Source: an optimization exercise on an open RTL-to-GDS flow (aim: small area and a short achievable clock period). Production flows keep margins and buffers that such runs may drop.
For this run, only the layout was checked, not whether the RTL still works.
No activity file was given, so power comes from the tool's default toggle rates.

$ cat flow/flow/run.sh
#!/bin/bash
# Layout flow: the standard ORFS flow, with the port buffers that the
# placement step inserts made from sky130_fd_sc_hd__buf_1, which the timing
# repair may then resize, instead of the delay-cell buffer the resizer picks.
set -euo pipefail
bash standard.sh "BUFFER_PORTS_ARGS=-buffer_cell sky130_fd_sc_hd__buf_1" finish > orfs_make.log 2>&1
$ cat flow/standard.sh
#!/bin/bash
# synth_recipe.tcl (not shown) runs the flow's synth.tcl, then flattens the netlist and writes it again
# the make line also repeats each setting of config.mk as NAME=value (left out here)
make -C /OpenROAD-flow-scripts/flow DESIGN_CONFIG=/design/flow/config.mk WORK_HOME=/design/flow/orfs CLKGATE_MAP_FILE= SYNTH_SCRIPT=/design/flow/synth_recipe.tcl "${@:-finish}"
$ cat flow/config.mk
export PLATFORM = sky130hd
export DESIGN_NAME = coproc_top
export DESIGN_NICKNAME = coproc_top
export VERILOG_FILES = /design/flow/design.v
export SDC_FILE = /design/flow/constraint.sdc
export NUM_CORES = 4
export LEC_CHECK = 0
export CAP_MARGIN = 20
export CORE_MARGIN = 2
export CORE_UTILIZATION = 60
export CTS_CLUSTER_DIAMETER = 150
export CTS_CLUSTER_SIZE = 30
export SETUP_SLACK_MARGIN = 3.7
export SLEW_MARGIN = 20
export SYNTH_HIERARCHICAL = 1
export TNS_END_PERCENT = 5
$ cat flow/constraint.sdc
create_clock -name core_clock -period 6.8 [get_ports {CLOCK_50}]
set_input_delay 1.3600 -clock core_clock [delete_from_list [all_inputs] [get_ports {CLOCK_50}]]
set_output_delay 1.3600 -clock core_clock [all_outputs]
set_load 0.01 [all_outputs]
$ cat flow/design.v
package coproc_pkg;
  parameter int operand_w   = 16;    
  parameter int word_w      = 32;    
  parameter int mult_stages = 3;     
  parameter int cold_pulse_ext  = 6;
  parameter int warm_pulse_ext  = 2;
  parameter int debug_pulse_ext = 32;
  parameter int uptime_w = 32;    
  parameter int led_w    = 10;    
  typedef enum logic {
    pulse_idle   = 1'b0,
    pulse_active = 1'b1    
  } pulse_state_t;
endpackage
import coproc_pkg::*;
module pulse_timer #(
  parameter int pulse_ext = cold_pulse_ext    
) (
  input  logic CLOCK_50,
  input  logic hps_fpga_reset_n,
  input  logic run,        
  output logic expired     
);
  localparam int cnt_w = (pulse_ext > 1) ? $clog2(pulse_ext) : 1;
  localparam logic [cnt_w-1:0] last_val = cnt_w'(pulse_ext - 1);
  logic [cnt_w-1:0] cnt_q;
  always_ff @(posedge CLOCK_50 or negedge hps_fpga_reset_n) begin
    if (!hps_fpga_reset_n) begin
      cnt_q <= '0;
    end else if (run) begin
      if (expired) begin
        cnt_q <= '0;                    
      end else begin
        cnt_q <= cnt_q + 1'b1;
      end
    end
  end
  assign expired = (cnt_q == last_val);
endmodule
import coproc_pkg::*;
module reset_req_fsm #(
  parameter int pulse_ext = cold_pulse_ext    
) (
  input  logic CLOCK_50,
  input  logic hps_fpga_reset_n,
  input  logic req,       
  output logic pulse      
);
  logic         req_q;       
  logic         req_prev;    
  logic         rise;
  logic         expired;     
  coproc_pkg::pulse_state_t state_q;
  coproc_pkg::pulse_state_t state_d;
  always_ff @(posedge CLOCK_50 or negedge hps_fpga_reset_n) begin
    if (!hps_fpga_reset_n) begin
      req_q    <= 1'b0;
      req_prev <= 1'b0;
    end else begin
      req_q    <= req;        
      req_prev <= req_q;
    end
  end
  assign rise = req_q && !req_prev;    
  always_comb begin
    state_d = state_q;
    case (state_q)
      pulse_idle: begin
        if (rise) state_d = pulse_active;
      end
      pulse_active: begin
        if (expired) state_d = pulse_idle;
      end
      default: state_d = pulse_idle;
    endcase
  end
  always_ff @(posedge CLOCK_50 or negedge hps_fpga_reset_n) begin
    if (!hps_fpga_reset_n) begin
      state_q <= pulse_idle;
    end else begin
      state_q <= state_d;
    end
  end
  assign pulse = (state_q == pulse_active);
  pulse_timer #(
    .pulse_ext (pulse_ext)
  ) timer_inst (
    .CLOCK_50         (CLOCK_50),
    .hps_fpga_reset_n (hps_fpga_reset_n),
    .run              (pulse),
    .expired          (expired)
  );
endmodule
import coproc_pkg::*;
module mult_pipe #(
  parameter int stages = mult_stages    
) (
  input  logic              CLOCK_50,
  input  logic              hps_fpga_reset_n,
  input  logic [word_w-1:0] in_readdata,
  input  logic              in_waitrequest,
  output logic              in_read,
  output logic [word_w-1:0] out_writedata,
  output logic              out_write,
  input  logic              out_waitrequest
);
  logic              stall;
  logic [2:0]        vld_q;           
  logic [15:0]       op_b;            
  logic [16:0]       b_ext;           
  logic [15:0]       a_q;
  logic [7:0]        one_q, two_q, neg_q;
  logic              one8_q;
  logic [7:0]        one_d, two_d, neg_d;
  logic [74:0]       s1_d, s1_q;
  logic [27:0]       x2, y2, sum2;
  logic [word_w-1:0] p_d, p_q;
  assign stall   = out_waitrequest;
  assign in_read = !in_waitrequest && !stall;
  always_ff @(posedge CLOCK_50 or negedge hps_fpga_reset_n) begin
    if (!hps_fpga_reset_n) begin
      vld_q <= '0;
    end else if (!stall) begin
      vld_q <= {vld_q[1:0], in_read};
    end
  end
  assign op_b  = in_readdata[word_w-1:operand_w];
  assign b_ext = {op_b, 1'b0};
  always_comb begin
    for (int i = 0; i < 8; i++) begin
      one_d[i] = b_ext[2*i+1] ^ b_ext[2*i];
      two_d[i] = (b_ext[2*i+2] & !b_ext[2*i+1] & !b_ext[2*i]) |
                 (!b_ext[2*i+2] & b_ext[2*i+1] & b_ext[2*i]);
      neg_d[i] = b_ext[2*i+2];
    end
  end
  logic pp1;
  logic pp2;
  logic pp3;
  logic pp4;
  logic pp5;
  logic pp6;
  logic pp7;
  logic pp8;
  logic pp9;
  logic pp10;
  logic pp11;
  logic pp12;
  logic pp13;
  logic pp14;
  logic pp15;
  logic pp16;
  logic pp17;
  logic ns18;
  logic pp19;
  logic pp20;
  logic pp21;
  logic pp22;
  logic pp23;
  logic pp24;
  logic pp25;
  logic pp26;
  logic pp27;
  logic pp28;
  logic pp29;
  logic pp30;
  logic pp31;
  logic pp32;
  logic pp33;
  logic pp34;
  logic pp35;
  logic ns36;
  logic pp37;
  logic pp38;
  logic pp39;
  logic pp40;
  logic pp41;
  logic pp42;
  logic pp43;
  logic pp44;
  logic pp45;
  logic pp46;
  logic pp47;
  logic pp48;
  logic pp49;
  logic pp50;
  logic pp51;
  logic pp52;
  logic pp53;
  logic ns54;
  logic pp55;
  logic pp56;
  logic pp57;
  logic pp58;
  logic pp59;
  logic pp60;
  logic pp61;
  logic pp62;
  logic pp63;
  logic pp64;
  logic pp65;
  logic pp66;
  logic pp67;
  logic pp68;
  logic pp69;
  logic pp70;
  logic pp71;
  logic ns72;
  logic pp73;
  logic pp74;
  logic pp75;
  logic pp76;
  logic pp77;
  logic pp78;
  logic pp79;
  logic pp80;
  logic pp81;
  logic pp82;
  logic pp83;
  logic pp84;
  logic pp85;
  logic pp86;
  logic pp87;
  logic pp88;
  logic pp89;
  logic ns90;
  logic pp91;
  logic pp92;
  logic pp93;
  logic pp94;
  logic pp95;
  logic pp96;
  logic pp97;
  logic pp98;
  logic pp99;
  logic pp100;
  logic pp101;
  logic pp102;
  logic pp103;
  logic pp104;
  logic pp105;
  logic pp106;
  logic pp107;
  logic ns108;
  logic pp109;
  logic pp110;
  logic pp111;
  logic pp112;
  logic pp113;
  logic pp114;
  logic pp115;
  logic pp116;
  logic pp117;
  logic pp118;
  logic pp119;
  logic pp120;
  logic pp121;
  logic pp122;
  logic pp123;
  logic pp124;
  logic pp125;
  logic ns126;
  logic pp127;
  logic pp128;
  logic pp129;
  logic pp130;
  logic pp131;
  logic pp132;
  logic pp133;
  logic pp134;
  logic pp135;
  logic pp136;
  logic pp137;
  logic pp138;
  logic pp139;
  logic pp140;
  logic pp141;
  logic pp142;
  logic pp143;
  logic ns144;
  logic pp145;
  logic pp146;
  logic pp147;
  logic pp148;
  logic pp149;
  logic pp150;
  logic pp151;
  logic pp152;
  logic pp153;
  logic pp154;
  logic pp155;
  logic pp156;
  logic pp157;
  logic pp158;
  logic pp159;
  logic pp160;
  logic s161;
  logic c162;
  logic s163;
  logic c164;
  logic s165;
  logic c166;
  logic s167;
  logic c168;
  logic s169;
  logic c170;
  logic s171;
  logic c172;
  logic s173;
  logic c174;
  logic s175;
  logic c176;
  logic s177;
  logic c178;
  logic s179;
  logic c180;
  logic s181;
  logic c182;
  logic s183;
  logic c184;
  logic s185;
  logic c186;
  logic s187;
  logic c188;
  logic s189;
  logic c190;
  logic s191;
  logic c192;
  logic s193;
  logic c194;
  logic s195;
  logic c196;
  logic s197;
  logic c198;
  logic s199;
  logic c200;
  logic s201;
  logic c202;
  logic s203;
  logic c204;
  logic s205;
  logic c206;
  logic s207;
  logic c208;
  logic s209;
  logic c210;
  logic s211;
  logic c212;
  logic s213;
  logic c214;
  logic s215;
  logic c216;
  logic s217;
  logic c218;
  logic s219;
  logic c220;
  logic s221;
  logic c222;
  logic s223;
  logic c224;
  logic s225;
  logic c226;
  logic s227;
  logic c228;
  logic s229;
  logic c230;
  logic s231;
  logic c232;
  logic s233;
  logic c234;
  logic s235;
  logic c236;
  logic s237;
  logic c238;
  logic s239;
  logic c240;
  logic s241;
  logic c242;
  logic s243;
  logic c244;
  logic s245;
  logic c246;
  logic s247;
  logic c248;
  logic s249;
  logic c250;
  logic s251;
  logic c252;
  logic s253;
  logic c254;
  logic s255;
  logic c256;
  logic s257;
  logic c258;
  logic s259;
  logic c260;
  logic s261;
  logic c262;
  logic s263;
  logic c264;
  logic s265;
  logic c266;
  logic s267;
  logic c268;
  logic s269;
  logic c270;
  logic s271;
  logic c272;
  logic s273;
  logic c274;
  logic s275;
  logic c276;
  logic s277;
  logic c278;
  logic s279;
  logic c280;
  logic s281;
  logic c282;
  logic s283;
  logic c284;
  logic s285;
  logic c286;
  logic s287;
  logic c288;
  logic s289;
  logic c290;
  logic s291;
  logic c292;
  logic s293;
  logic c294;
  logic s295;
  logic c296;
  logic s297;
  logic c298;
  logic s299;
  logic c300;
  logic s301;
  logic c302;
  logic s303;
  logic c304;
  logic s305;
  logic c306;
  logic s307;
  logic c308;
  logic s309;
  logic c310;
  logic s311;
  logic c312;
  logic s313;
  logic c314;
  logic s315;
  logic c316;
  logic s317;
  logic c318;
  logic s319;
  logic c320;
  logic s321;
  logic c322;
  logic s323;
  logic c324;
  logic s325;
  logic c326;
  logic s327;
  logic c328;
  logic s329;
  logic c330;
  logic s331;
  logic c332;
  logic s333;
  logic c334;
  logic s335;
  logic c336;
  logic s337;
  logic c338;
  logic s339;
  logic c340;
  logic s341;
  logic c342;
  logic s343;
  logic c344;
  logic s345;
  logic c346;
  logic s347;
  logic c348;
  logic s349;
  logic c350;
  logic s351;
  logic c352;
  logic s353;
  logic c354;
  logic s355;
  logic c356;
  logic s357;
  logic c358;
  logic s359;
  logic c360;
  logic s361;
  logic c362;
  logic s363;
  logic c364;
  logic s365;
  logic c366;
  logic s367;
  logic c368;
  logic s369;
  logic c370;
  logic s371;
  logic c372;
  logic s373;
  logic c374;
  logic s375;
  logic c376;
  logic s377;
  logic c378;
  logic s379;
  logic c380;
  logic s381;
  logic c382;
  logic s383;
  logic c384;
  logic s385;
  logic c386;
  logic s387;
  logic c388;
  logic s389;
  logic c390;
  logic s391;
  logic c392;
  logic s393;
  logic c394;
  logic s395;
  logic c396;
  logic s397;
  logic c398;
  logic s399;
  logic c400;
  logic s401;
  logic c402;
  logic s403;
  logic c404;
  logic s405;
  logic c406;
  logic s407;
  logic c408;
  logic s409;
  logic c410;
  logic s413;
  logic c414;
  logic s415;
  logic c416;
  logic s417;
  logic c418;
  logic s419;
  logic c420;
  logic s421;
  logic c422;
  logic s423;
  logic c424;
  logic s425;
  logic c426;
  logic s427;
  logic c428;
  logic s429;
  logic c430;
  logic s431;
  logic c432;
  logic s433;
  logic c434;
  logic s435;
  logic c436;
  logic s437;
  logic c438;
  logic s439;
  logic c440;
  logic s441;
  logic c442;
  logic s443;
  logic c444;
  logic s445;
  logic c446;
  logic s447;
  logic c448;
  logic s449;
  logic c450;
  assign pp1 = ((one_q[0] & a_q[0])) ^ neg_q[0];
  assign pp2 = ((one_q[0] & a_q[1]) | (two_q[0] & a_q[0])) ^ neg_q[0];
  assign pp3 = ((one_q[0] & a_q[2]) | (two_q[0] & a_q[1])) ^ neg_q[0];
  assign pp4 = ((one_q[0] & a_q[3]) | (two_q[0] & a_q[2])) ^ neg_q[0];
  assign pp5 = ((one_q[0] & a_q[4]) | (two_q[0] & a_q[3])) ^ neg_q[0];
  assign pp6 = ((one_q[0] & a_q[5]) | (two_q[0] & a_q[4])) ^ neg_q[0];
  assign pp7 = ((one_q[0] & a_q[6]) | (two_q[0] & a_q[5])) ^ neg_q[0];
  assign pp8 = ((one_q[0] & a_q[7]) | (two_q[0] & a_q[6])) ^ neg_q[0];
  assign pp9 = ((one_q[0] & a_q[8]) | (two_q[0] & a_q[7])) ^ neg_q[0];
  assign pp10 = ((one_q[0] & a_q[9]) | (two_q[0] & a_q[8])) ^ neg_q[0];
  assign pp11 = ((one_q[0] & a_q[10]) | (two_q[0] & a_q[9])) ^ neg_q[0];
  assign pp12 = ((one_q[0] & a_q[11]) | (two_q[0] & a_q[10])) ^ neg_q[0];
  assign pp13 = ((one_q[0] & a_q[12]) | (two_q[0] & a_q[11])) ^ neg_q[0];
  assign pp14 = ((one_q[0] & a_q[13]) | (two_q[0] & a_q[12])) ^ neg_q[0];
  assign pp15 = ((one_q[0] & a_q[14]) | (two_q[0] & a_q[13])) ^ neg_q[0];
  assign pp16 = ((one_q[0] & a_q[15]) | (two_q[0] & a_q[14])) ^ neg_q[0];
  assign pp17 = ((two_q[0] & a_q[15])) ^ neg_q[0];
  assign ns18 = ~neg_q[0];
  assign pp19 = ((one_q[1] & a_q[0])) ^ neg_q[1];
  assign pp20 = ((one_q[1] & a_q[1]) | (two_q[1] & a_q[0])) ^ neg_q[1];
  assign pp21 = ((one_q[1] & a_q[2]) | (two_q[1] & a_q[1])) ^ neg_q[1];
  assign pp22 = ((one_q[1] & a_q[3]) | (two_q[1] & a_q[2])) ^ neg_q[1];
  assign pp23 = ((one_q[1] & a_q[4]) | (two_q[1] & a_q[3])) ^ neg_q[1];
  assign pp24 = ((one_q[1] & a_q[5]) | (two_q[1] & a_q[4])) ^ neg_q[1];
  assign pp25 = ((one_q[1] & a_q[6]) | (two_q[1] & a_q[5])) ^ neg_q[1];
  assign pp26 = ((one_q[1] & a_q[7]) | (two_q[1] & a_q[6])) ^ neg_q[1];
  assign pp27 = ((one_q[1] & a_q[8]) | (two_q[1] & a_q[7])) ^ neg_q[1];
  assign pp28 = ((one_q[1] & a_q[9]) | (two_q[1] & a_q[8])) ^ neg_q[1];
  assign pp29 = ((one_q[1] & a_q[10]) | (two_q[1] & a_q[9])) ^ neg_q[1];
  assign pp30 = ((one_q[1] & a_q[11]) | (two_q[1] & a_q[10])) ^ neg_q[1];
  assign pp31 = ((one_q[1] & a_q[12]) | (two_q[1] & a_q[11])) ^ neg_q[1];
  assign pp32 = ((one_q[1] & a_q[13]) | (two_q[1] & a_q[12])) ^ neg_q[1];
  assign pp33 = ((one_q[1] & a_q[14]) | (two_q[1] & a_q[13])) ^ neg_q[1];
  assign pp34 = ((one_q[1] & a_q[15]) | (two_q[1] & a_q[14])) ^ neg_q[1];
  assign pp35 = ((two_q[1] & a_q[15])) ^ neg_q[1];
  assign ns36 = ~neg_q[1];
  assign pp37 = ((one_q[2] & a_q[0])) ^ neg_q[2];
  assign pp38 = ((one_q[2] & a_q[1]) | (two_q[2] & a_q[0])) ^ neg_q[2];
  assign pp39 = ((one_q[2] & a_q[2]) | (two_q[2] & a_q[1])) ^ neg_q[2];
  assign pp40 = ((one_q[2] & a_q[3]) | (two_q[2] & a_q[2])) ^ neg_q[2];
  assign pp41 = ((one_q[2] & a_q[4]) | (two_q[2] & a_q[3])) ^ neg_q[2];
  assign pp42 = ((one_q[2] & a_q[5]) | (two_q[2] & a_q[4])) ^ neg_q[2];
  assign pp43 = ((one_q[2] & a_q[6]) | (two_q[2] & a_q[5])) ^ neg_q[2];
  assign pp44 = ((one_q[2] & a_q[7]) | (two_q[2] & a_q[6])) ^ neg_q[2];
  assign pp45 = ((one_q[2] & a_q[8]) | (two_q[2] & a_q[7])) ^ neg_q[2];
  assign pp46 = ((one_q[2] & a_q[9]) | (two_q[2] & a_q[8])) ^ neg_q[2];
  assign pp47 = ((one_q[2] & a_q[10]) | (two_q[2] & a_q[9])) ^ neg_q[2];
  assign pp48 = ((one_q[2] & a_q[11]) | (two_q[2] & a_q[10])) ^ neg_q[2];
  assign pp49 = ((one_q[2] & a_q[12]) | (two_q[2] & a_q[11])) ^ neg_q[2];
  assign pp50 = ((one_q[2] & a_q[13]) | (two_q[2] & a_q[12])) ^ neg_q[2];
  assign pp51 = ((one_q[2] & a_q[14]) | (two_q[2] & a_q[13])) ^ neg_q[2];
  assign pp52 = ((one_q[2] & a_q[15]) | (two_q[2] & a_q[14])) ^ neg_q[2];
  assign pp53 = ((two_q[2] & a_q[15])) ^ neg_q[2];
  assign ns54 = ~neg_q[2];
  assign pp55 = ((one_q[3] & a_q[0])) ^ neg_q[3];
  assign pp56 = ((one_q[3] & a_q[1]) | (two_q[3] & a_q[0])) ^ neg_q[3];
  assign pp57 = ((one_q[3] & a_q[2]) | (two_q[3] & a_q[1])) ^ neg_q[3];
  assign pp58 = ((one_q[3] & a_q[3]) | (two_q[3] & a_q[2])) ^ neg_q[3];
  assign pp59 = ((one_q[3] & a_q[4]) | (two_q[3] & a_q[3])) ^ neg_q[3];
  assign pp60 = ((one_q[3] & a_q[5]) | (two_q[3] & a_q[4])) ^ neg_q[3];
  assign pp61 = ((one_q[3] & a_q[6]) | (two_q[3] & a_q[5])) ^ neg_q[3];
  assign pp62 = ((one_q[3] & a_q[7]) | (two_q[3] & a_q[6])) ^ neg_q[3];
  assign pp63 = ((one_q[3] & a_q[8]) | (two_q[3] & a_q[7])) ^ neg_q[3];
  assign pp64 = ((one_q[3] & a_q[9]) | (two_q[3] & a_q[8])) ^ neg_q[3];
  assign pp65 = ((one_q[3] & a_q[10]) | (two_q[3] & a_q[9])) ^ neg_q[3];
  assign pp66 = ((one_q[3] & a_q[11]) | (two_q[3] & a_q[10])) ^ neg_q[3];
  assign pp67 = ((one_q[3] & a_q[12]) | (two_q[3] & a_q[11])) ^ neg_q[3];
  assign pp68 = ((one_q[3] & a_q[13]) | (two_q[3] & a_q[12])) ^ neg_q[3];
  assign pp69 = ((one_q[3] & a_q[14]) | (two_q[3] & a_q[13])) ^ neg_q[3];
  assign pp70 = ((one_q[3] & a_q[15]) | (two_q[3] & a_q[14])) ^ neg_q[3];
  assign pp71 = ((two_q[3] & a_q[15])) ^ neg_q[3];
  assign ns72 = ~neg_q[3];
  assign pp73 = ((one_q[4] & a_q[0])) ^ neg_q[4];
  assign pp74 = ((one_q[4] & a_q[1]) | (two_q[4] & a_q[0])) ^ neg_q[4];
  assign pp75 = ((one_q[4] & a_q[2]) | (two_q[4] & a_q[1])) ^ neg_q[4];
  assign pp76 = ((one_q[4] & a_q[3]) | (two_q[4] & a_q[2])) ^ neg_q[4];
  assign pp77 = ((one_q[4] & a_q[4]) | (two_q[4] & a_q[3])) ^ neg_q[4];
  assign pp78 = ((one_q[4] & a_q[5]) | (two_q[4] & a_q[4])) ^ neg_q[4];
  assign pp79 = ((one_q[4] & a_q[6]) | (two_q[4] & a_q[5])) ^ neg_q[4];
  assign pp80 = ((one_q[4] & a_q[7]) | (two_q[4] & a_q[6])) ^ neg_q[4];
  assign pp81 = ((one_q[4] & a_q[8]) | (two_q[4] & a_q[7])) ^ neg_q[4];
  assign pp82 = ((one_q[4] & a_q[9]) | (two_q[4] & a_q[8])) ^ neg_q[4];
  assign pp83 = ((one_q[4] & a_q[10]) | (two_q[4] & a_q[9])) ^ neg_q[4];
  assign pp84 = ((one_q[4] & a_q[11]) | (two_q[4] & a_q[10])) ^ neg_q[4];
  assign pp85 = ((one_q[4] & a_q[12]) | (two_q[4] & a_q[11])) ^ neg_q[4];
  assign pp86 = ((one_q[4] & a_q[13]) | (two_q[4] & a_q[12])) ^ neg_q[4];
  assign pp87 = ((one_q[4] & a_q[14]) | (two_q[4] & a_q[13])) ^ neg_q[4];
  assign pp88 = ((one_q[4] & a_q[15]) | (two_q[4] & a_q[14])) ^ neg_q[4];
  assign pp89 = ((two_q[4] & a_q[15])) ^ neg_q[4];
  assign ns90 = ~neg_q[4];
  assign pp91 = ((one_q[5] & a_q[0])) ^ neg_q[5];
  assign pp92 = ((one_q[5] & a_q[1]) | (two_q[5] & a_q[0])) ^ neg_q[5];
  assign pp93 = ((one_q[5] & a_q[2]) | (two_q[5] & a_q[1])) ^ neg_q[5];
  assign pp94 = ((one_q[5] & a_q[3]) | (two_q[5] & a_q[2])) ^ neg_q[5];
  assign pp95 = ((one_q[5] & a_q[4]) | (two_q[5] & a_q[3])) ^ neg_q[5];
  assign pp96 = ((one_q[5] & a_q[5]) | (two_q[5] & a_q[4])) ^ neg_q[5];
  assign pp97 = ((one_q[5] & a_q[6]) | (two_q[5] & a_q[5])) ^ neg_q[5];
  assign pp98 = ((one_q[5] & a_q[7]) | (two_q[5] & a_q[6])) ^ neg_q[5];
  assign pp99 = ((one_q[5] & a_q[8]) | (two_q[5] & a_q[7])) ^ neg_q[5];
  assign pp100 = ((one_q[5] & a_q[9]) | (two_q[5] & a_q[8])) ^ neg_q[5];
  assign pp101 = ((one_q[5] & a_q[10]) | (two_q[5] & a_q[9])) ^ neg_q[5];
  assign pp102 = ((one_q[5] & a_q[11]) | (two_q[5] & a_q[10])) ^ neg_q[5];
  assign pp103 = ((one_q[5] & a_q[12]) | (two_q[5] & a_q[11])) ^ neg_q[5];
  assign pp104 = ((one_q[5] & a_q[13]) | (two_q[5] & a_q[12])) ^ neg_q[5];
  assign pp105 = ((one_q[5] & a_q[14]) | (two_q[5] & a_q[13])) ^ neg_q[5];
  assign pp106 = ((one_q[5] & a_q[15]) | (two_q[5] & a_q[14])) ^ neg_q[5];
  assign pp107 = ((two_q[5] & a_q[15])) ^ neg_q[5];
  assign ns108 = ~neg_q[5];
  assign pp109 = ((one_q[6] & a_q[0])) ^ neg_q[6];
  assign pp110 = ((one_q[6] & a_q[1]) | (two_q[6] & a_q[0])) ^ neg_q[6];
  assign pp111 = ((one_q[6] & a_q[2]) | (two_q[6] & a_q[1])) ^ neg_q[6];
  assign pp112 = ((one_q[6] & a_q[3]) | (two_q[6] & a_q[2])) ^ neg_q[6];
  assign pp113 = ((one_q[6] & a_q[4]) | (two_q[6] & a_q[3])) ^ neg_q[6];
  assign pp114 = ((one_q[6] & a_q[5]) | (two_q[6] & a_q[4])) ^ neg_q[6];
  assign pp115 = ((one_q[6] & a_q[6]) | (two_q[6] & a_q[5])) ^ neg_q[6];
  assign pp116 = ((one_q[6] & a_q[7]) | (two_q[6] & a_q[6])) ^ neg_q[6];
  assign pp117 = ((one_q[6] & a_q[8]) | (two_q[6] & a_q[7])) ^ neg_q[6];
  assign pp118 = ((one_q[6] & a_q[9]) | (two_q[6] & a_q[8])) ^ neg_q[6];
  assign pp119 = ((one_q[6] & a_q[10]) | (two_q[6] & a_q[9])) ^ neg_q[6];
  assign pp120 = ((one_q[6] & a_q[11]) | (two_q[6] & a_q[10])) ^ neg_q[6];
  assign pp121 = ((one_q[6] & a_q[12]) | (two_q[6] & a_q[11])) ^ neg_q[6];
  assign pp122 = ((one_q[6] & a_q[13]) | (two_q[6] & a_q[12])) ^ neg_q[6];
  assign pp123 = ((one_q[6] & a_q[14]) | (two_q[6] & a_q[13])) ^ neg_q[6];
  assign pp124 = ((one_q[6] & a_q[15]) | (two_q[6] & a_q[14])) ^ neg_q[6];
  assign pp125 = ((two_q[6] & a_q[15])) ^ neg_q[6];
  assign ns126 = ~neg_q[6];
  assign pp127 = ((one_q[7] & a_q[0])) ^ neg_q[7];
  assign pp128 = ((one_q[7] & a_q[1]) | (two_q[7] & a_q[0])) ^ neg_q[7];
  assign pp129 = ((one_q[7] & a_q[2]) | (two_q[7] & a_q[1])) ^ neg_q[7];
  assign pp130 = ((one_q[7] & a_q[3]) | (two_q[7] & a_q[2])) ^ neg_q[7];
  assign pp131 = ((one_q[7] & a_q[4]) | (two_q[7] & a_q[3])) ^ neg_q[7];
  assign pp132 = ((one_q[7] & a_q[5]) | (two_q[7] & a_q[4])) ^ neg_q[7];
  assign pp133 = ((one_q[7] & a_q[6]) | (two_q[7] & a_q[5])) ^ neg_q[7];
  assign pp134 = ((one_q[7] & a_q[7]) | (two_q[7] & a_q[6])) ^ neg_q[7];
  assign pp135 = ((one_q[7] & a_q[8]) | (two_q[7] & a_q[7])) ^ neg_q[7];
  assign pp136 = ((one_q[7] & a_q[9]) | (two_q[7] & a_q[8])) ^ neg_q[7];
  assign pp137 = ((one_q[7] & a_q[10]) | (two_q[7] & a_q[9])) ^ neg_q[7];
  assign pp138 = ((one_q[7] & a_q[11]) | (two_q[7] & a_q[10])) ^ neg_q[7];
  assign pp139 = ((one_q[7] & a_q[12]) | (two_q[7] & a_q[11])) ^ neg_q[7];
  assign pp140 = ((one_q[7] & a_q[13]) | (two_q[7] & a_q[12])) ^ neg_q[7];
  assign pp141 = ((one_q[7] & a_q[14]) | (two_q[7] & a_q[13])) ^ neg_q[7];
  assign pp142 = ((one_q[7] & a_q[15]) | (two_q[7] & a_q[14])) ^ neg_q[7];
  assign pp143 = ((two_q[7] & a_q[15])) ^ neg_q[7];
  assign ns144 = ~neg_q[7];
  assign pp145 = one8_q & a_q[0];
  assign pp146 = one8_q & a_q[1];
  assign pp147 = one8_q & a_q[2];
  assign pp148 = one8_q & a_q[3];
  assign pp149 = one8_q & a_q[4];
  assign pp150 = one8_q & a_q[5];
  assign pp151 = one8_q & a_q[6];
  assign pp152 = one8_q & a_q[7];
  assign pp153 = one8_q & a_q[8];
  assign pp154 = one8_q & a_q[9];
  assign pp155 = one8_q & a_q[10];
  assign pp156 = one8_q & a_q[11];
  assign pp157 = one8_q & a_q[12];
  assign pp158 = one8_q & a_q[13];
  assign pp159 = one8_q & a_q[14];
  assign pp160 = one8_q & a_q[15];
  assign s161 = ~ns18;
  assign c162 = ns18;
  assign s163 = ~pp147;
  assign c164 = pp147;
  mult_ha u_s165 (.a(neg_q[5]), .b(pp11), .s(s165), .co(c166));
  mult_ha u_s167 (.a(pp12), .b(pp28), .s(s167), .co(c168));
  mult_fa u_s169 (.a(neg_q[6]), .b(pp13), .c(pp29), .s(s169), .co(c170));
  mult_ha u_s171 (.a(pp45), .b(pp61), .s(s171), .co(c172));
  mult_fa u_s173 (.a(pp14), .b(pp30), .c(pp46), .s(s173), .co(c174));
  mult_ha u_s175 (.a(pp62), .b(pp78), .s(s175), .co(c176));
  mult_fa u_s177 (.a(neg_q[7]), .b(pp15), .c(pp31), .s(s177), .co(c178));
  mult_fa u_s179 (.a(pp47), .b(pp63), .c(pp79), .s(s179), .co(c180));
  mult_ha u_s181 (.a(pp95), .b(pp111), .s(s181), .co(c182));
  mult_fa u_s183 (.a(pp16), .b(pp32), .c(pp48), .s(s183), .co(c184));
  mult_fa u_s185 (.a(pp64), .b(pp80), .c(pp96), .s(s185), .co(c186));
  mult_ha u_s187 (.a(pp112), .b(pp128), .s(s187), .co(c188));
  mult_fa u_s189 (.a(pp145), .b(pp17), .c(pp33), .s(s189), .co(c190));
  mult_fa u_s191 (.a(pp49), .b(pp65), .c(pp81), .s(s191), .co(c192));
  mult_fa u_s193 (.a(pp97), .b(pp113), .c(pp129), .s(s193), .co(c194));
  mult_fa u_s195 (.a(pp146), .b(s161), .c(pp34), .s(s195), .co(c196));
  mult_fa u_s197 (.a(pp50), .b(pp66), .c(pp82), .s(s197), .co(c198));
  mult_fa u_s199 (.a(pp98), .b(pp114), .c(pp130), .s(s199), .co(c200));
  mult_fa u_s201 (.a(c162), .b(s163), .c(pp35), .s(s201), .co(c202));
  mult_fa u_s203 (.a(pp51), .b(pp67), .c(pp83), .s(s203), .co(c204));
  mult_fa u_s205 (.a(pp99), .b(pp115), .c(pp131), .s(s205), .co(c206));
  mult_fa u_s207 (.a(ns36), .b(pp148), .c(c164), .s(s207), .co(c208));
  mult_fa u_s209 (.a(pp52), .b(pp68), .c(pp84), .s(s209), .co(c210));
  mult_fa u_s211 (.a(pp100), .b(pp116), .c(pp132), .s(s211), .co(c212));
  assign s213 = ~(pp149 ^ pp53);
  assign c214 = pp149 | pp53;
  mult_fa u_s215 (.a(pp69), .b(pp85), .c(pp101), .s(s215), .co(c216));
  mult_ha u_s217 (.a(pp117), .b(pp133), .s(s217), .co(c218));
  mult_fa u_s219 (.a(ns54), .b(pp150), .c(pp70), .s(s219), .co(c220));
  mult_fa u_s221 (.a(pp86), .b(pp102), .c(pp118), .s(s221), .co(c222));
  assign s223 = ~(pp151 ^ pp71);
  assign c224 = pp151 | pp71;
  mult_ha u_s225 (.a(pp87), .b(pp103), .s(s225), .co(c226));
  mult_fa u_s227 (.a(ns72), .b(pp152), .c(pp88), .s(s227), .co(c228));
  assign s229 = ~pp153;
  assign c230 = pp153;
  mult_ha u_s231 (.a(neg_q[3]), .b(pp7), .s(s231), .co(c232));
  mult_ha u_s233 (.a(pp8), .b(pp24), .s(s233), .co(c234));
  mult_fa u_s235 (.a(neg_q[4]), .b(pp9), .c(pp25), .s(s235), .co(c236));
  mult_ha u_s237 (.a(pp41), .b(pp57), .s(s237), .co(c238));
  mult_fa u_s239 (.a(pp10), .b(pp26), .c(pp42), .s(s239), .co(c240));
  mult_ha u_s241 (.a(pp58), .b(pp74), .s(s241), .co(c242));
  mult_fa u_s243 (.a(pp27), .b(pp43), .c(pp59), .s(s243), .co(c244));
  mult_fa u_s245 (.a(pp75), .b(pp91), .c(s165), .s(s245), .co(c246));
  mult_fa u_s247 (.a(pp44), .b(pp60), .c(pp76), .s(s247), .co(c248));
  mult_fa u_s249 (.a(pp92), .b(c166), .c(s167), .s(s249), .co(c250));
  mult_fa u_s251 (.a(pp77), .b(pp93), .c(pp109), .s(s251), .co(c252));
  mult_fa u_s253 (.a(c168), .b(s171), .c(s169), .s(s253), .co(c254));
  mult_fa u_s255 (.a(pp94), .b(pp110), .c(c172), .s(s255), .co(c256));
  mult_fa u_s257 (.a(s175), .b(c170), .c(s173), .s(s257), .co(c258));
  mult_fa u_s259 (.a(pp127), .b(c176), .c(s181), .s(s259), .co(c260));
  mult_fa u_s261 (.a(c174), .b(s177), .c(s179), .s(s261), .co(c262));
  mult_fa u_s263 (.a(c182), .b(s187), .c(c178), .s(s263), .co(c264));
  mult_fa u_s265 (.a(c180), .b(s183), .c(s185), .s(s265), .co(c266));
  mult_fa u_s267 (.a(c188), .b(c184), .c(c186), .s(s267), .co(c268));
  mult_fa u_s269 (.a(s189), .b(s191), .c(s193), .s(s269), .co(c270));
  mult_fa u_s271 (.a(c190), .b(c192), .c(c194), .s(s271), .co(c272));
  mult_fa u_s273 (.a(s195), .b(s197), .c(s199), .s(s273), .co(c274));
  mult_fa u_s275 (.a(c196), .b(c198), .c(c200), .s(s275), .co(c276));
  mult_fa u_s277 (.a(s201), .b(s203), .c(s205), .s(s277), .co(c278));
  mult_fa u_s279 (.a(s207), .b(c202), .c(c204), .s(s279), .co(c280));
  mult_fa u_s281 (.a(c206), .b(s209), .c(s211), .s(s281), .co(c282));
  mult_fa u_s283 (.a(c208), .b(s217), .c(c210), .s(s283), .co(c284));
  mult_fa u_s285 (.a(c212), .b(s213), .c(s215), .s(s285), .co(c286));
  mult_fa u_s287 (.a(pp134), .b(c218), .c(c214), .s(s287), .co(c288));
  mult_fa u_s289 (.a(c216), .b(s219), .c(s221), .s(s289), .co(c290));
  mult_fa u_s291 (.a(pp119), .b(pp135), .c(s225), .s(s291), .co(c292));
  mult_fa u_s293 (.a(c220), .b(c222), .c(s223), .s(s293), .co(c294));
  mult_fa u_s295 (.a(pp104), .b(pp120), .c(pp136), .s(s295), .co(c296));
  mult_fa u_s297 (.a(c226), .b(c224), .c(s227), .s(s297), .co(c298));
  mult_fa u_s299 (.a(s229), .b(pp89), .c(pp105), .s(s299), .co(c300));
  mult_fa u_s301 (.a(pp121), .b(pp137), .c(c228), .s(s301), .co(c302));
  mult_fa u_s303 (.a(ns90), .b(pp154), .c(c230), .s(s303), .co(c304));
  mult_fa u_s305 (.a(pp106), .b(pp122), .c(pp138), .s(s305), .co(c306));
  assign s307 = ~(pp155 ^ pp107);
  assign c308 = pp155 | pp107;
  mult_ha u_s309 (.a(pp123), .b(pp139), .s(s309), .co(c310));
  mult_fa u_s311 (.a(ns108), .b(pp156), .c(pp124), .s(s311), .co(c312));
  assign s313 = ~pp157;
  assign c314 = pp157;
  mult_ha u_s315 (.a(neg_q[2]), .b(pp5), .s(s315), .co(c316));
  mult_ha u_s317 (.a(pp6), .b(pp22), .s(s317), .co(c318));
  mult_fa u_s319 (.a(pp23), .b(pp39), .c(pp55), .s(s319), .co(c320));
  mult_fa u_s321 (.a(pp40), .b(pp56), .c(c232), .s(s321), .co(c322));
  mult_fa u_s323 (.a(pp73), .b(c234), .c(s237), .s(s323), .co(c324));
  mult_fa u_s325 (.a(c238), .b(s241), .c(c236), .s(s325), .co(c326));
  mult_fa u_s327 (.a(c242), .b(c240), .c(s243), .s(s327), .co(c328));
  mult_fa u_s329 (.a(c244), .b(s247), .c(c246), .s(s329), .co(c330));
  mult_fa u_s331 (.a(c248), .b(s251), .c(c250), .s(s331), .co(c332));
  mult_fa u_s333 (.a(c252), .b(s255), .c(c254), .s(s333), .co(c334));
  mult_fa u_s335 (.a(c256), .b(s259), .c(c258), .s(s335), .co(c336));
  mult_fa u_s337 (.a(c260), .b(c262), .c(s263), .s(s337), .co(c338));
  mult_fa u_s339 (.a(c264), .b(c266), .c(s267), .s(s339), .co(c340));
  mult_fa u_s341 (.a(c268), .b(c270), .c(s271), .s(s341), .co(c342));
  mult_fa u_s343 (.a(c272), .b(c274), .c(s275), .s(s343), .co(c344));
  mult_fa u_s345 (.a(c276), .b(c278), .c(s279), .s(s345), .co(c346));
  mult_fa u_s347 (.a(c280), .b(c282), .c(s283), .s(s347), .co(c348));
  mult_fa u_s349 (.a(c284), .b(c286), .c(s287), .s(s349), .co(c350));
  mult_fa u_s351 (.a(s291), .b(c288), .c(c290), .s(s351), .co(c352));
  mult_fa u_s353 (.a(s295), .b(c292), .c(c294), .s(s353), .co(c354));
  mult_fa u_s355 (.a(c296), .b(s299), .c(c298), .s(s355), .co(c356));
  mult_fa u_s357 (.a(s303), .b(c300), .c(s305), .s(s357), .co(c358));
  mult_fa u_s359 (.a(c304), .b(s309), .c(c306), .s(s359), .co(c360));
  mult_fa u_s361 (.a(pp140), .b(c310), .c(c308), .s(s361), .co(c362));
  mult_fa u_s363 (.a(s313), .b(pp125), .c(pp141), .s(s363), .co(c364));
  mult_fa u_s365 (.a(ns126), .b(pp158), .c(c314), .s(s365), .co(c366));
  assign s367 = ~pp159;
  assign c368 = pp159;
  mult_ha u_s369 (.a(neg_q[1]), .b(pp3), .s(s369), .co(c370));
  mult_ha u_s371 (.a(pp4), .b(pp20), .s(s371), .co(c372));
  mult_fa u_s373 (.a(pp21), .b(pp37), .c(s315), .s(s373), .co(c374));
  mult_fa u_s375 (.a(pp38), .b(c316), .c(s317), .s(s375), .co(c376));
  mult_fa u_s377 (.a(c318), .b(s231), .c(s319), .s(s377), .co(c378));
  mult_fa u_s379 (.a(s233), .b(c320), .c(s321), .s(s379), .co(c380));
  mult_fa u_s381 (.a(s235), .b(c322), .c(s323), .s(s381), .co(c382));
  mult_fa u_s383 (.a(s239), .b(c324), .c(s325), .s(s383), .co(c384));
  mult_fa u_s385 (.a(s245), .b(c326), .c(s327), .s(s385), .co(c386));
  mult_fa u_s387 (.a(s249), .b(c328), .c(s329), .s(s387), .co(c388));
  mult_fa u_s389 (.a(s253), .b(c330), .c(s331), .s(s389), .co(c390));
  mult_ha u_s391 (.a(s307), .b(c358), .s(s391), .co(c392));
  mult_fa u_s393 (.a(s311), .b(c360), .c(s361), .s(s393), .co(c394));
  mult_fa u_s395 (.a(c312), .b(s363), .c(c362), .s(s395), .co(c396));
  mult_fa u_s397 (.a(pp142), .b(s365), .c(c364), .s(s397), .co(c398));
  mult_fa u_s399 (.a(s367), .b(c366), .c(pp143), .s(s399), .co(c400));
  mult_fa u_s401 (.a(ns144), .b(pp160), .c(c368), .s(s401), .co(c402));
  mult_ha u_s403 (.a(neg_q[0]), .b(pp1), .s(s403), .co(c404));
  mult_ha u_s405 (.a(pp2), .b(c404), .s(s405), .co(c406));
  mult_fa u_s407 (.a(pp19), .b(s369), .c(c406), .s(s407), .co(c408));
  mult_fa u_s409 (.a(c370), .b(s371), .c(c408), .s(s409), .co(c410));
  assign s1_d = {c410, s401, c400, s399, c398, s397, c396, s395, c394, s393, c392, s359, s391, c356, s357, c302, s355, c354, s301, s353, c352, s297, s351, c350, s293, s349, c348, s289, s347, c346, s285, s345, c344, s281, s343, c342, s277, s341, c340, s273, s339, c338, s269, s337, c336, s265, s335, c334, s261, s333, c332, s257, c390, s389, c388, s387, c386, s385, c384, s383, c382, s381, c380, s379, c378, s377, c376, s375, c374, s373, c372, s409, s407, s405, s403};
  mult_fa u_s413 (.a(s1_q[22]), .b(s1_q[23]), .c(s1_q[24]), .s(s413), .co(c414));
  mult_fa u_s415 (.a(s1_q[26]), .b(s1_q[27]), .c(s1_q[28]), .s(s415), .co(c416));
  mult_fa u_s417 (.a(s1_q[29]), .b(s1_q[30]), .c(s1_q[31]), .s(s417), .co(c418));
  mult_fa u_s419 (.a(s1_q[32]), .b(s1_q[33]), .c(s1_q[34]), .s(s419), .co(c420));
  mult_fa u_s421 (.a(s1_q[35]), .b(s1_q[36]), .c(s1_q[37]), .s(s421), .co(c422));
  mult_fa u_s423 (.a(s1_q[38]), .b(s1_q[39]), .c(s1_q[40]), .s(s423), .co(c424));
  mult_fa u_s425 (.a(s1_q[41]), .b(s1_q[42]), .c(s1_q[43]), .s(s425), .co(c426));
  mult_fa u_s427 (.a(s1_q[44]), .b(s1_q[45]), .c(s1_q[46]), .s(s427), .co(c428));
  mult_fa u_s429 (.a(s1_q[47]), .b(s1_q[48]), .c(s1_q[49]), .s(s429), .co(c430));
  mult_fa u_s431 (.a(s1_q[50]), .b(s1_q[51]), .c(s1_q[52]), .s(s431), .co(c432));
  mult_fa u_s433 (.a(s1_q[53]), .b(s1_q[54]), .c(s1_q[55]), .s(s433), .co(c434));
  mult_fa u_s435 (.a(s1_q[56]), .b(s1_q[57]), .c(s1_q[58]), .s(s435), .co(c436));
  mult_fa u_s437 (.a(s1_q[59]), .b(s1_q[60]), .c(s1_q[61]), .s(s437), .co(c438));
  mult_ha u_s439 (.a(s1_q[62]), .b(s1_q[63]), .s(s439), .co(c440));
  mult_ha u_s441 (.a(s1_q[64]), .b(s1_q[65]), .s(s441), .co(c442));
  mult_ha u_s443 (.a(s1_q[66]), .b(s1_q[67]), .s(s443), .co(c444));
  mult_ha u_s445 (.a(s1_q[68]), .b(s1_q[69]), .s(s445), .co(c446));
  mult_ha u_s447 (.a(s1_q[70]), .b(s1_q[71]), .s(s447), .co(c448));
  mult_ha u_s449 (.a(s1_q[72]), .b(s1_q[73]), .s(s449), .co(c450));
  assign x2  = {s449, s447, s445, s443, s441, s439, s437, s435, s433, s431, s429, s427, s425, s423, s421, s419, s417, s415, s413, s1_q[20], s1_q[18], s1_q[16], s1_q[14], s1_q[12], s1_q[10], s1_q[8], s1_q[6], s1_q[4]};
  assign y2  = {c448, c446, c444, c442, c440, c438, c436, c434, c432, c430, c428, c426, c424, c422, c420, c418, c416, c414, s1_q[25], s1_q[21], s1_q[19], s1_q[17], s1_q[15], s1_q[13], s1_q[11], s1_q[9], s1_q[7], s1_q[5]};
  logic [27:0] g0, p0, cy;
  assign g0 = x2 & y2;
  assign p0 = x2 ^ y2;
  logic bg1;
  assign bg1 = g0[0] | (p0[0] & s1_q[74]);
  logic bg2;
  assign bg2 = g0[2] | (p0[2] & g0[1]);
  logic bp2;
  assign bp2 = p0[2] & p0[1];
  logic bg3;
  assign bg3 = g0[4] | (p0[4] & g0[3]);
  logic bp3;
  assign bp3 = p0[4] & p0[3];
  logic bg4;
  assign bg4 = g0[6] | (p0[6] & g0[5]);
  logic bp4;
  assign bp4 = p0[6] & p0[5];
  logic bg5;
  assign bg5 = g0[8] | (p0[8] & g0[7]);
  logic bp5;
  assign bp5 = p0[8] & p0[7];
  logic bg6;
  assign bg6 = g0[10] | (p0[10] & g0[9]);
  logic bp6;
  assign bp6 = p0[10] & p0[9];
  logic bg7;
  assign bg7 = g0[12] | (p0[12] & g0[11]);
  logic bp7;
  assign bp7 = p0[12] & p0[11];
  logic bg8;
  assign bg8 = g0[14] | (p0[14] & g0[13]);
  logic bp8;
  assign bp8 = p0[14] & p0[13];
  logic bg9;
  assign bg9 = g0[16] | (p0[16] & g0[15]);
  logic bp9;
  assign bp9 = p0[16] & p0[15];
  logic bg10;
  assign bg10 = g0[18] | (p0[18] & g0[17]);
  logic bp10;
  assign bp10 = p0[18] & p0[17];
  logic bg11;
  assign bg11 = g0[20] | (p0[20] & g0[19]);
  logic bp11;
  assign bp11 = p0[20] & p0[19];
  logic bg12;
  assign bg12 = g0[22] | (p0[22] & g0[21]);
  logic bp12;
  assign bp12 = p0[22] & p0[21];
  logic bg13;
  assign bg13 = g0[24] | (p0[24] & g0[23]);
  logic bp13;
  assign bp13 = p0[24] & p0[23];
  logic bg14;
  assign bg14 = g0[26] | (p0[26] & g0[25]);
  logic bp14;
  assign bp14 = p0[26] & p0[25];
  logic bg15;
  assign bg15 = g0[1] | (p0[1] & bg1);
  logic bg16;
  assign bg16 = bg2 | (bp2 & bg1);
  logic bg17;
  assign bg17 = g0[5] | (p0[5] & bg3);
  logic bp17;
  assign bp17 = p0[5] & bp3;
  logic bg18;
  assign bg18 = bg4 | (bp4 & bg3);
  logic bp18;
  assign bp18 = bp4 & bp3;
  logic bg19;
  assign bg19 = g0[9] | (p0[9] & bg5);
  logic bp19;
  assign bp19 = p0[9] & bp5;
  logic bg20;
  assign bg20 = bg6 | (bp6 & bg5);
  logic bp20;
  assign bp20 = bp6 & bp5;
  logic bg21;
  assign bg21 = g0[13] | (p0[13] & bg7);
  logic bp21;
  assign bp21 = p0[13] & bp7;
  logic bg22;
  assign bg22 = bg8 | (bp8 & bg7);
  logic bp22;
  assign bp22 = bp8 & bp7;
  logic bg23;
  assign bg23 = g0[17] | (p0[17] & bg9);
  logic bp23;
  assign bp23 = p0[17] & bp9;
  logic bg24;
  assign bg24 = bg10 | (bp10 & bg9);
  logic bp24;
  assign bp24 = bp10 & bp9;
  logic bg25;
  assign bg25 = g0[21] | (p0[21] & bg11);
  logic bp25;
  assign bp25 = p0[21] & bp11;
  logic bg26;
  assign bg26 = bg12 | (bp12 & bg11);
  logic bp26;
  assign bp26 = bp12 & bp11;
  logic bg27;
  assign bg27 = g0[25] | (p0[25] & bg13);
  logic bp27;
  assign bp27 = p0[25] & bp13;
  logic bg28;
  assign bg28 = bg14 | (bp14 & bg13);
  logic bp28;
  assign bp28 = bp14 & bp13;
  logic bg29;
  assign bg29 = g0[3] | (p0[3] & bg16);
  logic bg30;
  assign bg30 = bg3 | (bp3 & bg16);
  logic bg31;
  assign bg31 = bg17 | (bp17 & bg16);
  logic bg32;
  assign bg32 = bg18 | (bp18 & bg16);
  logic bg33;
  assign bg33 = g0[11] | (p0[11] & bg20);
  logic bp33;
  assign bp33 = p0[11] & bp20;
  logic bg34;
  assign bg34 = bg7 | (bp7 & bg20);
  logic bp34;
  assign bp34 = bp7 & bp20;
  logic bg35;
  assign bg35 = bg21 | (bp21 & bg20);
  logic bp35;
  assign bp35 = bp21 & bp20;
  logic bg36;
  assign bg36 = bg22 | (bp22 & bg20);
  logic bp36;
  assign bp36 = bp22 & bp20;
  logic bg37;
  assign bg37 = g0[19] | (p0[19] & bg24);
  logic bp37;
  assign bp37 = p0[19] & bp24;
  logic bg38;
  assign bg38 = bg11 | (bp11 & bg24);
  logic bp38;
  assign bp38 = bp11 & bp24;
  logic bg39;
  assign bg39 = bg25 | (bp25 & bg24);
  logic bp39;
  assign bp39 = bp25 & bp24;
  logic bg40;
  assign bg40 = bg26 | (bp26 & bg24);
  logic bp40;
  assign bp40 = bp26 & bp24;
  logic bg41;
  assign bg41 = g0[27] | (p0[27] & bg28);
  logic bp41;
  assign bp41 = p0[27] & bp28;
  logic bg42;
  assign bg42 = g0[7] | (p0[7] & bg32);
  logic bg43;
  assign bg43 = bg5 | (bp5 & bg32);
  logic bg44;
  assign bg44 = bg19 | (bp19 & bg32);
  logic bg45;
  assign bg45 = bg20 | (bp20 & bg32);
  logic bg46;
  assign bg46 = bg33 | (bp33 & bg32);
  logic bg47;
  assign bg47 = bg34 | (bp34 & bg32);
  logic bg48;
  assign bg48 = bg35 | (bp35 & bg32);
  logic bg49;
  assign bg49 = bg36 | (bp36 & bg32);
  logic bg50;
  assign bg50 = g0[23] | (p0[23] & bg40);
  logic bp50;
  assign bp50 = p0[23] & bp40;
  logic bg51;
  assign bg51 = bg13 | (bp13 & bg40);
  logic bp51;
  assign bp51 = bp13 & bp40;
  logic bg52;
  assign bg52 = bg27 | (bp27 & bg40);
  logic bp52;
  assign bp52 = bp27 & bp40;
  logic bg53;
  assign bg53 = bg28 | (bp28 & bg40);
  logic bp53;
  assign bp53 = bp28 & bp40;
  logic bg54;
  assign bg54 = bg41 | (bp41 & bg40);
  logic bp54;
  assign bp54 = bp41 & bp40;
  logic bg55;
  assign bg55 = g0[15] | (p0[15] & bg49);
  logic bg56;
  assign bg56 = bg9 | (bp9 & bg49);
  logic bg57;
  assign bg57 = bg23 | (bp23 & bg49);
  logic bg58;
  assign bg58 = bg24 | (bp24 & bg49);
  logic bg59;
  assign bg59 = bg37 | (bp37 & bg49);
  logic bg60;
  assign bg60 = bg38 | (bp38 & bg49);
  logic bg61;
  assign bg61 = bg39 | (bp39 & bg49);
  logic bg62;
  assign bg62 = bg40 | (bp40 & bg49);
  logic bg63;
  assign bg63 = bg50 | (bp50 & bg49);
  logic bg64;
  assign bg64 = bg51 | (bp51 & bg49);
  logic bg65;
  assign bg65 = bg52 | (bp52 & bg49);
  logic bg66;
  assign bg66 = bg53 | (bp53 & bg49);
  logic bg67;
  assign bg67 = bg54 | (bp54 & bg49);
  assign cy = {bg66, bg65, bg64, bg63, bg62, bg61, bg60, bg59, bg58, bg57, bg56, bg55, bg49, bg48, bg47, bg46, bg45, bg44, bg43, bg42, bg32, bg31, bg30, bg29, bg16, bg15, bg1, s1_q[74]};
  assign sum2 = p0 ^ cy;
  assign p_d = {sum2, {s1_q[3], s1_q[2], s1_q[1], s1_q[0]}};
  always_ff @(posedge CLOCK_50) begin
    if (!stall) begin
      a_q    <= in_readdata[operand_w-1:0];
      one_q  <= one_d;
      two_q  <= two_d;
      neg_q  <= neg_d;
      one8_q <= op_b[15];
      s1_q   <= s1_d;
      p_q    <= p_d;
    end
  end
  assign out_write     = vld_q[2];
  assign out_writedata = p_q;
endmodule
module mult_fa (
  input  logic a,
  input  logic b,
  input  logic c,
  output logic s,
  output logic co
);
  assign s  = a ^ b ^ c;
  assign co = (a & b) | (c & (a ^ b));
endmodule
module mult_ha (
  input  logic a,
  input  logic b,
  output logic s,
  output logic co
);
  assign s  = a ^ b;
  assign co = a & b;
endmodule
import coproc_pkg::*;
module coproc_top (
  input  logic                CLOCK_50,
  input  logic                hps_fpga_reset_n,
  input  logic [word_w-1:0]   in_readdata,
  input  logic                in_waitrequest,
  output logic                in_read,
  output logic [word_w-1:0]   out_writedata,
  output logic                out_write,
  input  logic                out_waitrequest,
  input  logic [2:0]          reset_req,
  output logic                cold_reset,
  output logic                warm_reset,
  output logic                debug_reset,
  output logic [uptime_w-1:0] status_count,
  output logic [led_w-1:0]    ledr
);
  logic [uptime_w-1:0] uptime_q;    
  mult_pipe #(
    .stages (mult_stages)
  ) mult_inst (
    .CLOCK_50         (CLOCK_50),
    .hps_fpga_reset_n (hps_fpga_reset_n),
    .in_readdata      (in_readdata),
    .in_waitrequest   (in_waitrequest),
    .in_read          (in_read),
    .out_writedata    (out_writedata),
    .out_write        (out_write),
    .out_waitrequest  (out_waitrequest)
  );
  reset_req_fsm #(
    .pulse_ext (cold_pulse_ext)
  ) cold_req_inst (
    .CLOCK_50         (CLOCK_50),
    .hps_fpga_reset_n (hps_fpga_reset_n),
    .req              (reset_req[0]),
    .pulse            (cold_reset)
  );
  reset_req_fsm #(
    .pulse_ext (warm_pulse_ext)
  ) warm_req_inst (
    .CLOCK_50         (CLOCK_50),
    .hps_fpga_reset_n (hps_fpga_reset_n),
    .req              (reset_req[1]),
    .pulse            (warm_reset)
  );
  reset_req_fsm #(
    .pulse_ext (debug_pulse_ext)
  ) debug_req_inst (
    .CLOCK_50         (CLOCK_50),
    .hps_fpga_reset_n (hps_fpga_reset_n),
    .req              (reset_req[2]),
    .pulse            (debug_reset)
  );
  localparam int grp_w = 8;
  localparam int n_grp = uptime_w / grp_w;
  logic [uptime_w-1:0] uptime_d;
  logic [n_grp-1:0]    grp_cin;
  logic [grp_w:0]      carry [n_grp];    
  assign grp_cin[0] = 1'b1;
  for (genvar g = 1; g < n_grp; g++) begin : g_cin
    assign grp_cin[g] = grp_cin[g-1] & (&uptime_q[g*grp_w-1 -: grp_w]);
  end
  for (genvar g = 0; g < n_grp; g++) begin : g_grp
    for (genvar i = 0; i < grp_w; i++) begin : g_bit
      if (g == 0 && i == 0) begin : g_lsb
        assign uptime_d[0]  = !uptime_q[0];
        assign carry[0][1]  = uptime_q[0];
      end else begin : g_ha
        uptime_ha ha_inst (
          .a  (uptime_q[g*grp_w+i]),
          .b  ((i == 0) ? grp_cin[g] : carry[g][i]),
          .s  (uptime_d[g*grp_w+i]),
          .co (carry[g][i+1])
        );
      end
    end
  end
  always_ff @(posedge CLOCK_50 or negedge hps_fpga_reset_n) begin
    if (!hps_fpga_reset_n) begin
      uptime_q <= '0;
    end else begin
      uptime_q <= uptime_d;    
    end
  end
  assign status_count = uptime_q;                        
  assign ledr         = uptime_q[uptime_w-1 -: led_w];   
endmodule
module uptime_ha (
  input  logic a,
  input  logic b,
  output logic s,
  output logic co
);
  assign s  = a ^ b;
  assign co = a & b;
endmodule
==> summary.txt <==
[worst max-delay path, delay by kind of cell]
family / cells / cell delay [ps]
buf+inv: 2 / 270
simple gates: 1 / 100
[placed cells by master, fill, tap and decap left out, drive strengths merged, types with 15 or more instances in the layout]
cell / count
buf: 157
edfxtp: 147
xnor2: 146
a22oi: 120
fa: 115
ha: 88
dfrtp: 53
inv: 51
nand2: 33
clkbuf: 19
nand2b: 16
xor2: 15
a21oi: 15
[modules after synthesis (local to each module, per instance), a selection]
module	cells inside	flip-flops and latches	area (sq um)	copies in the design
uptime_ha	1	0	12.51	31
coproc_top	54	32	963.4	1
mult_ha	1	0	12.51	26
mult_fa	1	0	20.02	110
[layer usage]
metal	vias to the layer above	wire, um	global-route usage (%)
li1	3738	-	-
met1	3956	12460	35.49
met2	310	11490	34.49
met3	23	1900	4.437
met4	0	274	6.305
met5	-	0	0
[Yosys cell counts, drive strengths merged, types with 13 or more instances]
| library cell | n |
|---|---|
| edfxtp | 147 |
| xnor2 | 146 |
| a22oi | 120 |
| fa | 115 |
| ha | 88 |
| clkbuf | 79 |
| dfrtp | 53 |
| inv | 40 |
| nand2 | 33 |
| nand2b | 16 |
| a21oi | 15 |
| xor2 | 15 |
| and2 | 14 |
| buf | 14 |
| o21ai | 14 |
| nor2 | 13 |
[final cells by class]
type,instances,area share (%)
multi-input cells,679,47.49
inverters,40,1.046
clock inverters,14,1.071
repair buffers,158,5.950
clock buffers,18,3.060
flip-flops and latches,200,39.00
well taps,280,2.380
[logic make-up (layout without fill, tap and decap cells)]
| logic type | count (synthesis) | after routing | synth area share (%) |
|---|---|---|---|
| multiplexers | 11 | 11 | 0.9454 |
| AO/OA/AOI/OAI | 182 | 182 | 10.09 |
| adder cells (fa/ha/maj) | 203 | 203 | 25.72 |
| AND/OR/NAND/NOR | 122 | 122 | 5.134 |
| flip-flops | 200 | 200 | 43.38 |
| buffers and inverters | 133 | 230 | 4.084 |
| XOR/XNOR | 161 | 161 | 10.66 |
[power breakdown]
part	switching, mW	internal (mW)	leakage, nW	total (mW)
clock network	0.517	0.524	0.300	1.04
logic	1.88	1.64	3.47	3.52
registers	0.239	1.99	2.12	2.23
[registers in the layout, summed over array words and instances (netlist names), 3 cells and up]
register,count
mult_inst.p_q,32
mult_inst.a_q,16
mult_inst.one_q,8
cold_req_inst.timer_inst.cnt_q,3
mult_inst.two_q,8
mult_inst.neg_q,7
debug_req_inst.timer_inst.cnt_q,5
uptime_q,32
mult_inst.vld_q,3
mult_inst.s1_q,75
[final timing paths]
| path | startpoint | endpoint | slack [ps] | cells past startpoint |
|---|---|---|---|---|
| hold / removal | warm_req_inst.req_q | warm_req_inst.req_prev | 380 | 0 |
| setup reg to reg | mult_inst.a_q[8] | mult_inst.s1_q[21] | 3720 | 6 |
| hold reg to reg | warm_req_inst.req_q | warm_req_inst.req_prev | 380 | 0 |
| min in group asynchronous | hps_fpga_reset_n | debug_req_inst.timer_inst.cnt_q[3] | 1020 | 2 |
| max in group asynchronous | hps_fpga_reset_n | uptime_q[17] | 5320 | 2 |
| setup / recovery | out_waitrequest | in_read | 3700 | 3 |
[metrics by stage]
step / area, sq um / util, % / std cells / total power [mW]
floorplan: 13240 / - / 1012 / 4.696
global placement: 13680 / 62.89 / 1322 / 5.483
detailed placement: 13680 / 62.89 / 1322 / 5.596
CTS: 14380 / 66.10 / 1361 / 6.723
global route: 14720 / 67.66 / 1389 / 7.376
finish: 14720 / 67.66 / 1389 / 6.786
[what timing repair did]
item / 4_1_cts / 5_1_grt
hold buffers: 0 / 0
buffers inserted: 7 / 28
gates resized for setup: 4 / 3
endpoints found under the setup margin: 8 / 27
pin swaps: 2 / 3
gates cloned: 0 / 0
==> results.ini <==
[synthesis]
synth_area_sq_um=13230
yosys_warnings=16
ys_ff_latch=200
ys_seq_area_share_pct=43.38
synth_cell_types=57
netlist_instances=1012
synthTopCellsByArea=edfxtp_1 (33%), fa_1 (17%), dfrtp_1 (10%)
synth-edff-count=147
yosys.area.top_type=edfxtp_1
synth.avg_cell_area_sq_um=13.08
synth-async-reset-ratio_pct=26.50
syn-num-nets=1254
synth_top_area_share_pct=33.36
yosys_most_used_dff=edfxtp_1

[setup_path]
cp.arrival_ps=1740
path_cells=buf_2 > nor2_2 > buf_2
cp.required_ps=5440
crit_top_cell=buf_2
worstSetupPathType=in2out
setup.worst_path.end_class=primary output
cp_max_fo=5
critPathLaunchType=primary input
max_stage_delay_ps=140
worst_path_max_delay_cell=buf_2

[clock_network]
clk_latency_ps=430
clk_path_buf_depth=2
cts.sinks=200
cts-root-buf=clkbuf_16
clk_pin_slew_ps=80
cts_tree=built
cts_made_buffers=17
cts_max_level=4

[timing]
fmax_mhz=323.0
rsz0062_at_grt=true
finalSetupTns_ps=0
maxSlewHeadroom_pct=34.19
final_max_slew_viol_count=0
fin_crit_sh_pct=45.53
skew_ps=12.76
whs_ps=378.1
hold_violations=0
tightest_slew_ps=987.2
fin_ws_ps=3704
timing.final.crit_period_ps=3096
setup_viol=0

[power_and_ir_drop]
p_leak_nw=5.887
vdd_ir_drop_max_uv=221.8
cellPowerDensity_nw_per_um2=461.0

[finish]
drive_above_1_share_pct=9.197
seq_area_sq_um=5741
syn2layout_area_growth_pct=11.22
n_antenna_cell=0
layout.nets=1338
fill_cells=1622
multi_input_area_sq_um=6990

[detailed_routing]
ant_nets=0
vias=8027
wire_per_inst_um=18.81
drt-total-wl_um=26120
drt_iter0_drc=752
drc_errors=0
via_per_inst=5.779
drtPass1Iterations=5

[floorplan]
start_util_pct=60.83
coreArea_sq_um=21760
rows=54
die_y_um=152.5
die-area_sq_um=23260
chipWidth_um=152.5
io_pins=118

[run_status]
run_status=timing/DRC/antenna clean

[grt]
grt_pass1_wl_um=42620
grt_pass1_vias=8011
globalRouteOverflowTotal=0
antenna_found_initial=0
grt_max_degree=68
track_usage_pct=23.19

[flow_run]
cap_violations=0

[min_path]
hold_class=reg2reg

[placement]
place_ws_ps=3507
gp_congestion=0.8488
port_buffers=117
dp_hpwl_um=17740

## what the ideal ports hide
How much do the figures lean on ideal ports? The routed layout below was timed once more, with nothing changed but the port constraints. Step 1 assumes that a clkbuf_16 drives the clock port and a buf_2 every other input. Step 2 adds t to the input delays and takes it off the output delays; t is the mean of the earliest and latest rising clock arrival at the registers after step 1. Input paths then give back, and output paths get back, about the clock's delay inside the block. a / b / c = ideal / step 1 / step 2; a / b = the first two.
t (ns): 0.475
slack for setup (ns): 3.704 / 3.685 / 3.660
worst setup path at the end: input to register
latest minus earliest clock arrival (ns): 0.013 / 0.012
worst data-port slew with drivers (ns): 0.03
After both steps this run still meets setup and hold. For this run, drivers alone change the setup slack by -0.019 ns; drivers and shift together by -0.044 ns.
